Background: an optimization exercise with open tools, aiming at a short achievable clock period and few clock cycles. Do not read the settings as production practice. In this exercise RTL edits were held to simulation tests only and were not proved equivalent to the original. No activity file was given, so power comes from the tool's default toggle rates.

--- design/flow/design.v ---
`timescale 1ns/1ns
package cpuPkg;
    typedef enum logic [5:0] {
        OP_RTYPE = 6'h00,
        OP_J     = 6'h02,
        OP_BEQ   = 6'h04,
        OP_ADDI  = 6'h08,
        OP_LW    = 6'h23,
        OP_SW    = 6'h2b
    } opcode_e;
    typedef enum logic [5:0] {
        FN_ADD = 6'h20,
        FN_SUB = 6'h22,
        FN_AND = 6'h24,
        FN_OR  = 6'h25,
        FN_SLT = 6'h2a
    } funct_e;
    typedef enum logic [2:0] {
        ALU_ADD,
        ALU_SUB,
        ALU_AND,
        ALU_OR,
        ALU_SLT
    } aluOp_e;
    typedef struct packed {
        opcode_e                opcode;
        logic [5-1:0] rs;
        logic [5-1:0] rt;
        logic [5-1:0] rd;
        logic [4:0]             shamt;
        funct_e                 funct;
    } rType_s;
    typedef struct packed {
        opcode_e                opcode;
        logic [5-1:0] rs;
        logic [5-1:0] rt;
        logic [15:0]            imm;
    } iType_s;
    typedef union packed {
        rType_s r;
        iType_s i;
    } instrWord_u;
    typedef struct packed {
        logic [32-1:0] pcPlus4;
        instrWord_u word;
    } ifId_s;
    typedef struct packed {
        aluOp_e aluOp;
        logic   useImm;
        logic   branch;
    } exCtrl_s;
    typedef struct packed {
        logic memRead;
        logic memWrite;
    } memCtrl_s;
    typedef struct packed {
        logic regWrite;
        logic memToReg;
    } wbCtrl_s;
    typedef struct packed {
        exCtrl_s                ex;
        memCtrl_s               mem;
        wbCtrl_s                wb;
        logic [5-1:0] rs;
        logic [5-1:0] rt;
        logic [5-1:0] dest;
        logic [32-1:0]       opA;
        logic [32-1:0]       opB;
        logic [32-1:0]       imm;
        logic [32-1:0]       branchTarget;
    } idEx_s;
    typedef struct packed {
        memCtrl_s               mem;
        wbCtrl_s                wb;
        logic [32-1:0]       aluResult;
        logic [32-1:0]       storeData;
        logic [5-1:0] dest;
    } exMem_s;
    typedef struct packed {
        wbCtrl_s                wb;
        logic [32-1:0]       aluResult;
        logic [32-1:0]       loadData;
        logic [5-1:0] dest;
    } memWb_s;
    typedef struct packed {
        logic                   en;
        logic [5-1:0] idx;
        logic [32-1:0]       data;
    } regWrite_s;
    typedef struct packed {
        logic             take;
        logic [32-1:0] target;
    } redirect_s;
    typedef enum logic [1:0] {
        FWD_REG   = 2'b00,
        FWD_MEMWB = 2'b01,
        FWD_EXMEM = 2'b10
    } fwdSel_e;
    typedef struct packed {
        logic             wr;
        logic             rd;
        logic [32-1:0] addr;
        logic [32-1:0] wdata;
    } perBus_s;
endpackage
`timescale 1ns/1ns
module pipelineCpu
(
    input  logic             clk,
    input  logic             reset,
    input  logic [32-1:0] instr,
    input  logic [32-1:0] perRdData,
    output logic [32-1:0] pc,
    output logic             perWr,
    output logic             perRd,
    output logic [32-1:0] perAddr,
    output logic [32-1:0] perWdata
);
    logic        fdValid;
    logic [31:0] fdWord;
    logic [31:0] fdPc4;
    logic        deValid;
    logic        deRegWrite, deMemRead, deMemWrite, deBranch, deUseImm;
    logic [2:0]  deAluOp;       
    logic [4:0]  deDest;
    logic [31:0] deOpA, deOpB, deImm, deTarget;
    logic        deFwdAM, deFwdAW, deFwdBM, deFwdBW;
    logic        emRegWrite, emMemRead, emMemWrite;
    logic [4:0]  emDest;
    logic [31:0] emAlu, emStore;
    logic        emPerRd, emPerWr;
    logic        mwRegWrite;
    logic [4:0]  mwDest;
    logic [31:0] mwData;
    logic [31:0] regs [32];
    logic [31:0] dmem [64];
    logic        exTake;         
    logic [31:0] exTarget;
    logic        dTake;          
    logic [31:0] dTarget;
    logic        stall;          
    logic [31:0] pc4;
    logic        fJump;
    assign pc4   = pc + 32'd4;
    assign fJump = instr[31:26] == 6'h02;
    always_ff @(posedge clk or negedge reset) begin
        if (!reset) begin
            pc <= 32'h0000_0000;
        end else if (exTake) begin
            pc <= exTarget;
        end else if (dTake) begin
            pc <= dTarget;
        end else if (!stall) begin
            pc <= fJump ? {pc4[31:28], instr[25:0], 2'b00} : pc4;
        end
    end
    always_ff @(posedge clk or negedge reset) begin
        if (!reset) begin
            fdValid <= 1'b0;
        end else if (exTake || dTake) begin
            fdValid <= 1'b0;
        end else if (!stall) begin
            fdValid <= !fJump;
        end
    end
    always_ff @(posedge clk) begin
        if (!stall) begin
            fdWord <= instr;
            fdPc4  <= pc4;
        end
    end
    logic [5:0]  dOp, dFn;
    logic [4:0]  dRs, dRt, dRd;
    logic [31:0] dImm;
    logic        dRtype, dAlu, dAddi, dLw, dSw, dBeq;
    logic        dUseRs, dUseRt;
    logic        dRegWrite;
    logic [4:0]  dDest;
    logic [2:0]  dAluOp;
    logic [31:0] dOpA, dOpB;
    assign dOp  = fdWord[31:26];
    assign dFn  = fdWord[5:0];
    assign dRs  = fdWord[25:21];
    assign dRt  = fdWord[20:16];
    assign dRd  = fdWord[15:11];
    assign dImm = {{16{fdWord[15]}}, fdWord[15:0]};
    assign dRtype = dOp == 6'h00;
    assign dAlu   = dRtype && (dFn == 6'h20 || dFn == 6'h22 || dFn == 6'h24 ||
                               dFn == 6'h25 || dFn == 6'h2a);
    assign dAddi  = dOp == 6'h08;
    assign dLw    = dOp == 6'h23;
    assign dSw    = dOp == 6'h2b;
    assign dBeq   = dOp == 6'h04;
    assign dUseRs = dAlu || dAddi || dLw || dSw || (dBeq && dRs != dRt);
    assign dUseRt = dAlu || dSw || (dBeq && dRs != dRt);
    assign dRegWrite = (dAlu && dRd != 5'd0) || ((dAddi || dLw) && dRt != 5'd0);
    assign dDest     = dAlu ? dRd : dRt;
    always_comb begin
        case (dFn[3:0])
            4'h2:    dAluOp = 3'd1;
            4'h4:    dAluOp = 3'd2;
            4'h5:    dAluOp = 3'd3;
            4'ha:    dAluOp = 3'd4;
            default: dAluOp = 3'd0;
        endcase
        if (!dAlu) dAluOp = 3'd0;
    end
    assign dTake   = fdValid && dBeq && dRs == dRt && !exTake;
    assign dTarget = fdPc4 + {dImm[29:0], 2'b00};
    assign stall = fdValid && deValid && deMemRead && deRegWrite &&
                   ((dUseRs && deDest == dRs) || (dUseRt && deDest == dRt)) && !exTake;
    always_comb begin
        if (mwRegWrite && mwDest == dRs) dOpA = mwData;
        else dOpA = regs[dRs];
        if (dRs == 5'd0) dOpA = '0;
        if (mwRegWrite && mwDest == dRt) dOpB = mwData;
        else dOpB = regs[dRt];
        if (dRt == 5'd0) dOpB = '0;
    end
    always_ff @(posedge clk) begin
        if (mwRegWrite) regs[mwDest] <= mwData;
    end
    always_ff @(posedge clk or negedge reset) begin
        if (!reset) begin
            deValid    <= 1'b0;
            deRegWrite <= 1'b0;
            deMemRead  <= 1'b0;
            deMemWrite <= 1'b0;
            deBranch   <= 1'b0;
        end else begin
            deValid    <= fdValid && !stall && !exTake;
            deRegWrite <= dRegWrite;
            deMemRead  <= dLw;
            deMemWrite <= dSw;
            deBranch   <= dBeq && dRs != dRt;
        end
    end
    always_ff @(posedge clk) begin
        deUseImm <= dAddi || dLw || dSw;
        deAluOp  <= dAluOp;
        deDest   <= dDest;
        deOpA    <= dOpA;
        deOpB    <= dOpB;
        deImm    <= dImm;
        deTarget <= dTarget;
        deFwdAM  <= deValid && deRegWrite && deDest == dRs;
        deFwdBM  <= deValid && deRegWrite && deDest == dRt;
        deFwdAW  <= emRegWrite && emDest == dRs;
        deFwdBW  <= emRegWrite && emDest == dRt;
    end
    logic [31:0] srcA, srcB, aluB, aluRes, sum, diff;
    logic        lt;
    always_comb begin
        if (deFwdAM)      srcA = emAlu;
        else if (deFwdAW) srcA = mwData;
        else              srcA = deOpA;
        if (deFwdBM)      srcB = emAlu;
        else if (deFwdBW) srcB = mwData;
        else              srcB = deOpB;
    end
    assign aluB = deUseImm ? deImm : srcB;
    assign sum  = srcA + aluB;
    assign diff = srcA - srcB;
    assign lt   = (srcA[31] != srcB[31]) ? srcA[31] : diff[31];
    always_comb begin
        case (deAluOp)
            3'd1:    aluRes = diff;
            3'd2:    aluRes = srcA & srcB;
            3'd3:    aluRes = srcA | srcB;
            3'd4:    aluRes = {31'd0, lt};
            default: aluRes = sum;
        endcase
    end
    assign exTake   = deValid && deBranch && srcA == srcB;
    assign exTarget = deTarget;
    always_ff @(posedge clk or negedge reset) begin
        if (!reset) begin
            emRegWrite <= 1'b0;
            emMemRead  <= 1'b0;
            emMemWrite <= 1'b0;
            emPerRd    <= 1'b0;
            emPerWr    <= 1'b0;
        end else begin
            emRegWrite <= deValid && deRegWrite;
            emMemRead  <= deValid && deMemRead;
            emMemWrite <= deValid && deMemWrite;
            emPerRd    <= deValid && deMemRead && sum[30];
            emPerWr    <= deValid && deMemWrite && sum[30];
        end
    end
    always_ff @(posedge clk) begin
        emDest  <= deDest;
        emAlu   <= aluRes;
        emStore <= srcB;
    end
    logic [5:0]  mIdx;
    logic [31:0] mLoad;
    assign mIdx = emAlu[7:2];
    always_ff @(posedge clk) begin
        if (emMemWrite && !emPerWr) dmem[mIdx] <= emStore;
    end
    assign mLoad = emPerRd ? perRdData : dmem[mIdx];
    assign perWr    = emPerWr;
    assign perRd    = emPerRd;
    assign perAddr  = emAlu;
    assign perWdata = emStore;
    always_ff @(posedge clk or negedge reset) begin
        if (!reset) begin
            mwRegWrite <= 1'b0;
        end else begin
            mwRegWrite <= emRegWrite;
        end
    end
    always_ff @(posedge clk) begin
        mwDest <= emDest;
        mwData <= emMemRead ? mLoad : emAlu;
    end
endmodule
--- design/flow/constraint.sdc ---
create_clock -name core_clock -period 7.5 [get_ports {clk}]
set_input_delay 1.5000 -clock core_clock [delete_from_list [all_inputs] [get_ports {clk}]]
set_output_delay 1.5000 -clock core_clock [all_outputs]
set_load 0.01 [all_outputs]
--- design/flow/run.sh ---
#!/bin/bash
# synth_recipe.tcl (not shown) runs the flow's synth.tcl, then flattens the netlist and writes it again
# the make line also repeats each setting of config.mk as NAME=value (left out here)
make -C /OpenROAD-flow-scripts/flow DESIGN_CONFIG=/design/flow/config.mk WORK_HOME=/design/flow/orfs CLKGATE_MAP_FILE= SYNTH_SCRIPT=/design/flow/synth_recipe.tcl finish
--- design/flow/config.mk ---
export PLATFORM = sky130hd
export DESIGN_NAME = pipelineCpu
export DESIGN_NICKNAME = pipelineCpu
export VERILOG_FILES = /design/flow/design.v
export SDC_FILE = /design/flow/constraint.sdc
export NUM_CORES = 4
export LEC_CHECK = 0
export CAP_MARGIN = 20
export CORE_MARGIN = 2
export CORE_UTILIZATION = 40
export PLACE_DENSITY = 0.6
export SLEW_MARGIN = 20
==> qor.csv, run 1 <==
stage,metric,value,unit
run_status,status,"complete, no violations",
clocking,insertion_delay,0.98,ns
worst_setup_path,startpoint,deFwdBW,
timing,final.setup.worst_slack,1.82,ns
worst_setup_path,path_max_fanout,50,
route,vias,86535,
worst_setup_path,cp.depth,13,
worst_setup_path,critPathKind,reg -> reg,
placed_design,post_dp_cell_area,0.150,mm^2
power_and_ir_drop,ir_drop,0.000291,V
layout,finalNonFillerCells,13436,
layout,multi_input_area,0.0392,mm^2
synth,syn-num-nets,8500,
route,route.detailed.drc,0,
timing,finalCriticalPeriod,5.68,ns
clocking,path_clk_slew,0.06,ns
layout,syn_to_final_growth,14.5,%
clocking,htree_num_levels,5,
global_route,grt_pass1_vias,84285,
floorplanning,rows,217,
route,vias_per_cell,6.44,
timing,post-route-period-util,75.7,%
timing,slew_violations,0,
clocking,clock-sinks,3411,
placed_design,io_buffers,163,
placed_design,dp_hpwl,286000,um
worst_setup_path,timing.critical_path.buf_inv,2,
worst_setup_path,timing.rr.start,deFwdBW,
clocking,cts-root-buf,clkbuf_16,
timing,slew_headroom,17.5,%
worst_setup_path,path_common_cell,buf_4,
timing,finalSetupViolations,0,
route,wl_per_cell,36.1,um
route,drt_first_iter_violations,12648,
worst_setup_path,reg2reg_setup_slack,1.82,ns
worst_setup_path,crit_path_start_kind,flop,
layout,final_cell_area,0.161,mm^2
global_route,grt_usage,26.6,%
clocking,clockBufferDepth,4,
synth,synth-main-ff-cell,edfxtp_1,
clocking,cts_tree,yes,
synth,synth-async-reset-ratio,1.29,%
placed_design,dp_slack,1.80,ns
synth,ys_types,89,
worst_setup_path,worstPathArrival,6.51,ns
worst_setup_path,critPathCapture,pc[2],
route,drt_pass1_iterations,9,
clocking,post_cts_resized,0,
synth,ys_seq_elements,3411,
route,wirelength,485000,um
layout,drive_above_1_share,18.5,%
timing,rsz0062_at_grt,false,
floorplanning,core,0.350,mm^2
floorplanning,dieArea,0.357,mm^2
worst_setup_path,crit_family,simple AND/OR/NAND/NOR gates,
power_and_ir_drop,p_leak,51.3,nW
power_and_ir_drop,power_density,330,mW/mm^2
worst_setup_path,r2r_cells,13,
synth,synth-seq-area-share,70.9,%
timing,fmax,176,MHz
synth,syn_area_per_cell,17.0,um^2
clocking,cts_made_buffers,353,
worst_setup_path,worstReg2RegEnd,pc[2],
synth,syn_area,0.141,mm^2
synth,synth_cells,8274,
worst_setup_path,critPathRequiredTime,8.34,ns
layout,fillCellCount,29560,
timing,fin_tns_setup,0,ns
global_route,grt_max_degree,110,
synth,synth_edf_count,3136,
global_route,grt_pass1_wl,670000,um
timing,holdWs,0.373,ns
flow_run,cap_violations,0,
floorplanning,num_io_pins,164,
floorplanning,die_h,598,um
worst_setup_path,end_kind,flop,
timing,tightest_slew,1.23,ns
power_and_ir_drop,fin_total_pwr,53.2,mW
route,ant_nets,0,
layout,fin_util,46.1,%
layout,regArea,0.100,mm^2
floorplanning,initial_core_util,40.3,%
layout,fin_nets,8766,
placed_design,dpl.cell_count,12784,
floorplanning,die_width,598,um
synth,yosys_warnings,1,
clocking,hold_buffers,0,
timing,hold_viol_final,0,
global_route,overflow,0,
worst_setup_path,critical-path-slowest-cell,dfxtp_2,
worst_setup_path,path_cells,mux2i_1 -> nor2_1 -> a21oi_1 -> ha_1 -> nor4_1 -> nand3_1 -> or4_1 -> buf_4 -> nand2_2 -> a311o_4 -> buf_4 -> o31ai_1 -> a32oi_1,
placed_design,place_congestion,0.922,
timing,clock_skew,0.0748,ns
clocking,post_cts_buffers,0,
global_route,antenna_found_initial,32,
min_path,hold_path_class,reg -> reg,
worst_setup_path,cp_slowest_stage_delay,0.90,ns
## logic make-up after synthesis
group                      share of synthesized area, %
buffers and inverters                              1.94
muxes                                              11.2
DFF                                                70.9
AOI/OAI and AO/OA                                  10.4
adders and majority gates                          1.47
xor gates and xnor gates                          0.895
and+or+nand+nor                                    3.27
## cell type report
type                    count  share of cell area, %
well taps                4599                   3.57
inverters                 137                  0.319
repair buffers            471                   2.74
diodes                      9                 0.0140
clock buffers             460                   5.97
clock inverters           183                   1.13
flip-flops and latches   3411                   62.0
multi-input cells        4166                   24.3
## synth_stat cells, types with 87 or more instances
library cell	n	area share, %
edfxtp_1	3136	67
a22oi_1	723	3.9
mux4_2	567	9.1
nor2_1	355	0.95
clkbuf_1	348	0.93
mux2i_1	241	1.7
a21oi_1	238	0.85
dfxtp_1	231	3.3
nand2_1	226	0.60
o21ai_0	175	0.62
a221oi_1	161	1.0
ha_1	156	1.4
inv_1	134	0.36
a22o_1	125	0.78
buf_1	125	0.33
a31oi_1	107	0.47
nand4_1	106	0.47
a211oi_1	96	0.51
xnor2_1	87	0.54
## state kept, by name, indices dropped and copies added (netlist names), 32 cells and up
| name | flops |
|---|---|
| dmem | 2048 |
| regs | 1024 |
| deOpA | 32 |
| deOpB | 32 |
| deTarget | 32 |
| emAlu | 32 |
| emStore | 32 |
| fdPc4 | 32 |
| fdWord | 32 |
| mwData | 32 |
| pc | 32 |
## cells in the final DEF, fill, tap and decap left out, types with 37 or more instances in the layout
| cell type | synthesis | layout |
|---|---|---|
| clkdlybuf4s50_1 | 0 | 162 |
| o21a_1 | 48 | 48 |
| clkbuf_16 | 0 | 365 |
| nand2_1 | 226 | 223 |
| dfxtp_1 | 231 | 177 |
| buf_4 | 3 | 269 |
| a31oi_1 | 107 | 107 |
| ha_1 | 156 | 156 |
| a41oi_1 | 47 | 47 |
| o22ai_1 | 46 | 46 |
| mux4_2 | 567 | 567 |
| clkbuf_1 | 348 | 81 |
| edfxtp_1 | 3136 | 3136 |
| a221oi_1 | 161 | 161 |
| nand3_1 | 62 | 57 |
| xnor2_1 | 87 | 87 |
| clkinv_2 | 0 | 57 |
| o21ai_0 | 175 | 170 |
| inv_1 | 134 | 133 |
| xor2_1 | 57 | 57 |
| o211ai_1 | 65 | 65 |
| a22oi_1 | 723 | 723 |
| dfxtp_2 | 0 | 51 |
| nor2_4 | 0 | 97 |
| mux2_2 | 50 | 50 |
| nor2_1 | 355 | 256 |
| mux2i_1 | 241 | 241 |
| nand4_1 | 106 | 106 |
| a21oi_1 | 238 | 237 |
| clkinv_1 | 1 | 61 |
| nor3_1 | 40 | 37 |
| a22o_1 | 125 | 125 |
| dfrtp_1 | 44 | 43 |
| a211oi_1 | 96 | 96 |
## where the power goes
part,switching [mW],leakage (nW),internal [mW]
Combinational,8.54,14.9,3.71
Clock,7.49,5.59,10.1
Sequential,0.963,30.8,22.4
Total,17.0,51.3,36.2
## worst reg2reg max path, delay by kind of cell (launching register included)
| family | cells | cell delay [ns] |
|---|---|---|
| DFF | 1 | 0.90 |
| and+or+nand+nor | 5 | 2.05 |
| AOI/OAI and AO/OA | 4 | 1.05 |
| adders and majority gates | 1 | 0.39 |
| buffers and inverters | 2 | 0.89 |
| muxes | 1 | 0.32 |
## worst min-delay path by stage
stage	depth (start not counted)	slack, ns	start	to
after floorplan	0	0.35	fdPc4[0]	deTarget[0]
after global placement	0	0.36	fdPc4[0]	deTarget[0]
after detailed placement	0	0.36	fdPc4[1]	deTarget[1]
after CTS	0	0.38	fdPc4[1]	deTarget[1]
after global routing	0	0.40	fdPc4[0]	deTarget[0]
final	0	0.37	fdPc4[1]	deTarget[1]
## routing by layer
layer | global-route usage (%) | part of all wire [%] | vias up | wire [um]
li1 | - | - | 34837 | -
met1 | 36.0 | 39 | 45516 | 188000
met2 | 42.0 | 46 | 5201 | 226000
met3 | 5.75 | 10 | 963 | 50200
met4 | 10.6 | 4.5 | 18 | 21800
met5 | 0 | 0.026 | - | 126
Testbench counts, summed over its fixed seeds: cycles 32,116.
==> run 2: changes to the inputs <==
--- a/design/flow/config.mk
+++ b/design/flow/config.mk
@@ -6,7 +6,10 @@
 export NUM_CORES = 4
 export LEC_CHECK = 0
+export ABC_CLOCK_PERIOD_IN_PS = 2500
 export CAP_MARGIN = 20
 export CORE_MARGIN = 2
 export CORE_UTILIZATION = 40
 export PLACE_DENSITY = 0.6
+export SETUP_SLACK_MARGIN = 4.5
 export SLEW_MARGIN = 20
+export TNS_END_PERCENT = 100
==> qor.csv, run 2 <==
stage,metric,value,unit,change
run_status,status,"complete, no violations",,
timing,fmax,214,MHz,+22%
clocking,cts_tree,yes,,
layout,drive_above_1_share,32.1,%,+14 points
synth,synthAdderAreaFrac,1.47,%,unchanged
timing,finalSetupViolations,0,,unchanged
clocking,insertion_delay,1.01,ns,+0.03 ns
timing,slew_headroom,20.7,%,+3.2 points
synth,yosys_warnings,1,,unchanged
floorplanning,num_io_pins,164,,unchanged
synth,muxShareOfSynthArea,11.2,%,unchanged
timing,clock_skew,0.108,ns,+0.0331 ns
clocking,cts_made_buffers,358,,+1.4%
synth,syn_area_per_cell,17.0,um^2,unchanged
power_and_ir_drop,power_frac_comb,30.9,%,+7.9 points
worst_setup_path,worstReg2RegEnd,emAlu[31],,
power_and_ir_drop,p_int,39.5,mW,+9.0%
power_and_ir_drop,fin_total_pwr,59.7,mW,+12%
layout,final_common_cell,edfxtp_1,,
timing,tightest_slew,1.18,ns,-0.0445 ns
synth,synth_xor_area_share,0.895,%,unchanged
power_and_ir_drop,ir_drop,0.000256,V,-12%
worst_setup_path,critPathRequiredTime,8.31,ns,-0.03 ns
global_route,antenna_found_initial,35,,+9.4%
global_route,grt_usage,29.8,%,+3.1 points
flow_run,cap_violations,0,,unchanged
synth,syn_area,0.141,mm^2,unchanged
route,wirelength,549000,um,+13%
worst_setup_path,r2r_cells,19,,+6
synth,synth.area.top_cells,"edfxtp_1 (67%), mux4_2 (9.1%), a22oi_1 (3.9%)",,
layout,fillCellCount,27944,,-5.5%
synth,ys_types,89,,unchanged
power_and_ir_drop,share_seq_of_total_power,39.5,%,-4.4 points
synth,ys_seq_elements,3411,,unchanged
power_and_ir_drop,p_sw_share,33.9,%,+2.0 points
floorplanning,die_h,598,um,unchanged
route,vias,93646,,+8.2%
placed_design,io_buffers,163,,unchanged
power_and_ir_drop,p_sw,20.2,mW,+19%
clocking,cts-root-buf,clkbuf_16,,
route,vias_per_cell,6.64,,+3.0%
synth,synth_simple_gate_area_share,3.27,%,unchanged
timing,rsz0062_at_grt,true,,
placed_design,dp_hpwl,280000,um,-2.1%
global_route,grt_pass1_wl,739000,um,+10%
clocking,htree_num_levels,5,,unchanged
global_route,overflow,0,,unchanged
route,wl_per_cell,38.9,um,+7.8%
timing,hold_viol_final,0,,unchanged
timing,post-route-period-util,62.2,%,-13 points
worst_setup_path,crit_path_start_kind,flop,,
synth,synth-async-reset-ratio,1.29,%,unchanged
synth,synth_edf_count,3136,,unchanged
worst_setup_path,critPathKind,reg -> reg,,
layout,syn_to_final_growth,25.1,%,
global_route,grt_max_degree,109,,-0.91%
synth,synth-main-ff-cell,edfxtp_1,,
worst_setup_path,worstPathArrival,5.48,ns,-1.03 ns
power_and_ir_drop,p_leak,57.8,nW,+13%
global_route,grt_pass1_vias,89302,,+6.0%
placed_design,place_congestion,0.930,,+0.84%
min_path,whs_path_depth,0,,unchanged
clocking,clockBufferDepth,4,,unchanged
synth,synth_top_family_by_area,multiplexers,,
layout,largest-register,dmem,,
synth,yosysTopAreaCell,edfxtp_1,,
worst_setup_path,timing.rr.start,deFwdBW,,
synth,yosys.area.top_type_share,66.8,%,unchanged
floorplanning,dieArea,0.357,mm^2,unchanged
route,route.detailed.drc,0,,unchanged
worst_setup_path,critPathCapture,emAlu[31],,
route,drt_pass1_iterations,9,,unchanged
clocking,path_clk_slew,0.06,ns,about the same
synth,synth_compound_area_share,10.4,%,unchanged
route,ant_nets,0,,unchanged
synth,synth.most_common_cell,edfxtp_1,,
floorplanning,die_width,598,um,unchanged
clocking,clock-sinks,3411,,unchanged
timing,finalCriticalPeriod,4.67,ns,-1.01 ns
synth,syn-num-nets,8500,,unchanged
power_and_ir_drop,clockPowerShare,29.6,%,-3.5 points
min_path,hold_path_class,reg -> reg,,
worst_setup_path,end_kind,flop,,
layout,largest_reg_flops,2048,,unchanged
worst_setup_path,reg2reg_setup_slack,2.83,ns,+1.01 ns
floorplanning,initial_core_util,40.3,%,unchanged
worst_setup_path,path_max_fanout,7,,-86%
synth,synth_cells,8274,,unchanged
route,drt_first_iter_violations,15754,,+25%
layout,fin_nets,9427,,+7.5%
floorplanning,core,0.350,mm^2,unchanged
timing,fin_tns_setup,0,ns,unchanged
synth,synth-seq-area-share,70.9,%,unchanged
timing,slew_violations,0,,unchanged
floorplanning,rows,217,,unchanged
layout,final_cell_mix,"edfxtp_1 (3136), a22oi_1 (673), mux4_2 (567)",,
layout,reg_top3,"dmem x2048, regs x1024",,
power_and_ir_drop,power_density,339,mW/mm^2,+2.7%
worst_setup_path,startpoint,deFwdBW,,
synth,ys_top_cells_by_count,"edfxtp_1 (3136), a22oi_1 (723), mux4_2 (567), nor2_1 (355), clkbuf_1 (348)",,
[run 2: changes by cell type in the layout (fill, tap and decap cells not counted), moves of 76 or more]
cell / previous run / this run
dfxtp_4: 3 / 82
a21oi_1: 237 / 128
a21oi_2: 1 / 88
buf_6: 1 / 196
buf_12: 34 / 121
clkdlybuf4s50_1: 162 / 64
buf_4: 269 / 504
o21ai_0: 170 / 94
[run 2: repair_timing]
item / in CTS / in global routing
setup buffers: 375 / 156
hold endpoints to repair: 0 / 0
hold buffers: 0 / 0
gates cloned: 113 / 25
resized for setup: 1589 / 446
setup endpoints to repair: 2525 / 933
pin swaps: 261 / 251
[run 2: final cells by class]
type                       count  area [um^2]  area share, %
multi-input combinational   4178        43500           24.7
timing repair buffer        1115        14700           8.33
sequential                  3411       100000           56.9
clock inverter               201         1970           1.12
inverter                     137          539          0.306
clock buffer                 452         9560           5.42
antenna                       19         47.5         0.0270
tap                         4599         5750           3.26
[run 2: logic make-up (layout without fill, tap and decap cells)]
| family | after synthesis | count (layout) |
|---|---|---|
| flip-flops | 3411 | 3411 |
| AO/OA/AOI/OAI | 2023 | 2026 |
| AND/OR/NAND/NOR | 977 | 986 |
| multiplexers | 858 | 858 |
| buffers and inverters | 697 | 1905 |
| adder cells (fa/ha/maj) | 164 | 164 |
| XOR/XNOR | 144 | 144 |
| other | 0 | 19 |
[run 2: routing by layer]
metal	wire length [um]	track usage [%]
met2	238000	43.6
met3	79200	9.24
met4	33100	15.1
met5	188	0
met1	198000	40.0
[run 2: how the worst min path moves through the flow]
stage	endpoint	from	slack (ns)
final	deTarget[1]	fdPc4[1]	0.38
after global routing	deTarget[0]	fdPc4[0]	0.38
after CTS	deTarget[1]	fdPc4[1]	0.38
after detailed placement	deTarget[1]	fdPc4[1]	0.36
after global placement	deTarget[0]	fdPc4[0]	0.36
after floorplan	deTarget[0]	fdPc4[0]	0.35
[run 2: worst max-delay path, stage by stage, from the launching register on]
cell and delay [ns]:
dfxtp_4 0.42, buf_12 0.16, mux2i_1 0.20, nor2_1 0.07
a21oi_2 0.22, ha_4 0.25, or4_4 0.54, or2_4 0.25
a211oi_4 0.23, nor3_4 0.12, a211oi_4 0.33, o41ai_4 0.14
o31ai_2 0.32, a21oi_2 0.13, o21bai_2 0.19, fa_1 0.45
nor2_2 0.11, a21oi_1 0.05, a22oi_1 0.21, o22ai_1 0.13
[run 2: stage by stage]
stage	std cells	util [%]	instance area (um^2)	setup slack [ns]	hold WS, ns
global route	14095	50.4	176000	2.74	0.385
global placement	12770	42.8	150000	2.06	0.356
CTS	13912	49.3	172000	2.94	0.375
floorplan	8274	-	142000	3.39	0.349
detailed placement	12771	42.8	150000	1.98	0.365
finish	14112	50.4	176000	2.83	0.377
[run 2: power by group through the flow]
stage	logic, mW	clock network, mW	registers [mW]
after floorplan	6.16	0	23.8
after global placement	11.7	0	24.1
after detailed placement	11.8	0	24.1
after CTS	16.7	17.7	23.6
after global routing	18.6	18.5	23.7
final	18.4	17.7	23.6

==> re-timing with driven ports <==
No port has a modelled driver above. Below, the same layouts with a new extraction and two added sets of constraints. Step 1 sets driving cells, clkbuf_16 on the clock port and buf_2 on the other inputs (assumed; they add their load-dependent delay and slew). Step 2, shift: input delay + t, output delay - t, t = (earliest + latest rising clock arrival at the registers) / 2. This alone moves slack from input paths to output paths. a / b / c = ideal ports / drivers / drivers and shift; a / b = the first two.
run | t (ns) | slack for setup (ns) | hold slack, ns
run 1 | 1.055 | 1.822 / 1.822 / 1.822 | 0.373 / 0.373 / 0.373
run 2 | 1.071 | 2.833 / 2.833 / 2.539 | 0.377 / 0.377 / 0.377
After both steps every run listed still meets setup and hold. The setup slack of run 2, which loses most, moves by 0.000 ns with the drivers and by -0.294 ns with both steps.
